This design comes from an exercise in tuning for small area, a short achievable clock period and few clock cycles on the open sky130 flow, not from production work. In this exercise RTL edits were held to simulation tests only and were not proved equivalent to the original.

// coprocessador_param
module coprocessador_param
#(
  parameter int DATA_W = DATA_W_DEF,
  parameter int N_MAX = N_MAX_DEF,
  localparam int M_W = N_MAX*N_MAX*DATA_W
) (
  input  logic           clk,
  input  logic           rst,
  input  logic           start,
  input  logic [2:0]     tamanho,
  input  logic [2:0]     op,
  input  logic [M_W-1:0] matriz1,
  input  logic [M_W-1:0] matriz2,
  output logic [M_W-1:0] matrizresult,
  output logic           overflow,
  output logic           erro,
  output logic           busy,
  output logic           done
);
  typedef logic [DATA_W-1:0] elem_t;
  logic r_busy, r_done, r_erro;
  logic [N_MAX-1:0] r_ovf_l, r_ovf_m;    
  logic [N_MAX-1:0] r_last, r_colv;
  logic [N_MAX:0] r_row, r_end;
  logic r_pv;                            
  elem_t r_res [N_MAX][N_MAX];
  elem_t r_b [N_MAX][N_MAX];
  logic w_bad, w_seq, w_as, w_ng, w_tr, w_pa;
  logic [7:0] w_t1h;
  logic [N_MAX-1:0] w_v, w_last;
  always_comb begin
    for (int t = 0; t < 8; t++) w_t1h[t] = tamanho == 3'(t);
    w_bad = !(|w_t1h[N_MAX:2]) || (op == OP_UNS);
    w_seq = !w_bad && (op == OP_MUL || op == OP_SCL);
    w_as = op == OP_ADD || op == OP_SUB;
    w_ng = op == OP_OPO;
    w_tr = op == OP_TRN;
    w_pa = op == OP_MUL || op == OP_SCL;
    for (int x = 0; x < N_MAX; x++) begin
      w_v[x] = !w_bad && |(w_t1h[N_MAX:0] >> (x+1));
      w_last[x] = w_t1h[x+1];
    end
  end
  elem_t w_lane [N_MAX][N_MAX];
  logic [N_MAX-1:0] w_lovf [N_MAX];
  logic [N_MAX-1:0] w_lrow;
  for (genvar g = 0; g < N_MAX; g++) begin : g_lr
    for (genvar h = 0; h < N_MAX; h++) begin : g_lc
      logic w_en;
      assign w_en = w_v[g] && w_v[h];
      elemento_alu #(.DATA_W(DATA_W)) u_alu (
        .i_a(matriz1[(g*N_MAX+h)*DATA_W +: DATA_W]),
        .i_b(matriz2[(g*N_MAX+h)*DATA_W +: DATA_W]),
        .i_t(matriz1[(h*N_MAX+g)*DATA_W +: DATA_W]),
        .i_op0(op[0]),
        .i_as(w_en && w_as),
        .i_ng(w_en && w_ng),
        .i_tr(w_en && w_tr),
        .i_pa(w_en && w_pa),
        .o_y(w_lane[g][h]),
        .o_ovf(w_lovf[g][h])
      );
    end
    assign w_lrow[g] = |w_lovf[g];
  end
  localparam int CSW = 49;
  ...
Size: about 680 flip-flops, ~610 I/O pins, ~82,000 µm² of cells after synthesis.
export LEC_CHECK = 0
export CAP_MARGIN = 20
export CELL_PAD_IN_SITES_DETAIL_PLACEMENT = 1
export CORE_MARGIN = 2
export CORE_UTILIZATION = 50
export SLEW_MARGIN = 20
create_clock -name core_clock -period 12.0 [get_ports {clk}]
standard.sh (not shown) runs the stock make flow with config.mk's settings and CLKGATE_MAP_FILE= SYNTH_SCRIPT=/design/flow/synth_recipe.tcl, a recipe that flattens the netlist after the stock synthesis.
==> flow/flow/run.sh <==
#!/bin/bash
# The standard layout (the standard.sh: standard synthesis, then ORFS to
# finish), with two make settings added on its command line:
#  - BUFFER_PORTS_ARGS naming the buffer that buffer_ports puts on every
#    input and output port (buf_2 instead of its default delay buffer).
# Each ORFS step writes its own log under orfs/logs; make's own output goes
# to make.log.
set -euo pipefail
MARGIN=7.7
PORTBUF=sky130_fd_sc_hd__buf_2
sed "s/CLKGATE_MAP_FILE= /CLKGATE_MAP_FILE= SETUP_SLACK_MARGIN=$MARGIN 'BUFFER_PORTS_ARGS=-buffer_cell $PORTBUF' /" standard.sh > standard_margin.sh
grep -q "SETUP_SLACK_MARGIN=$MARGIN" standard_margin.sh
bash standard_margin.sh > make.log 2>&1
Testbench counts at the start, summed over its fixed seeds: cycles 6,580.
Then changed:
--- a/flow/flow/run.sh
+++ b/flow/flow/run.sh
@@ -7,5 +7,5 @@
 # to make.log.
 set -euo pipefail
-MARGIN=7.7
+MARGIN=7.3
 PORTBUF=sky130_fd_sc_hd__buf_2
 sed "s/CLKGATE_MAP_FILE= /CLKGATE_MAP_FILE= SETUP_SLACK_MARGIN=$MARGIN 'BUFFER_PORTS_ARGS=-buffer_cell $PORTBUF' /" standard.sh > standard_margin.sh
CORE_UTILIZATION = 62   (was 50)
=> With this change the flow ended with an error in clock tree synthesis (4_1_cts). Area after synthesis does not change. Synthesized cell count stays the same.

-- afterwards: timing with drivers on the ports --
Ports are ideal in the flow. The routed layout listed here was re-timed in OpenROAD.
Step 1 (the two cells are an assumption about what drives the block):
set clk [get_ports {clk}]
set_driving_cell -lib_cell sky130_fd_sc_hd__clkbuf_16 $clk
set_driving_cell -lib_cell sky130_fd_sc_hd__buf_2 [delete_from_list [all_inputs] $clk]
Step 2 moves the port delays by t, midway between the first and last clock arrival at a register: inputs arrive t later, outputs are due t later. That takes back most of the time a late clock gives input paths.
Three values: no drivers, after step 1, after step 2; two values: the first two.
run: the first run
shift t [ns]: 0.843
slack for setup (ns): 7.202 / 7.202 / 6.413
worst data-port slew with drivers (ns): 0.27
After both steps setup and hold are still met in the first run. The setup slack of the first run moves by 0.000 ns with the drivers and by -0.789 ns with both steps.
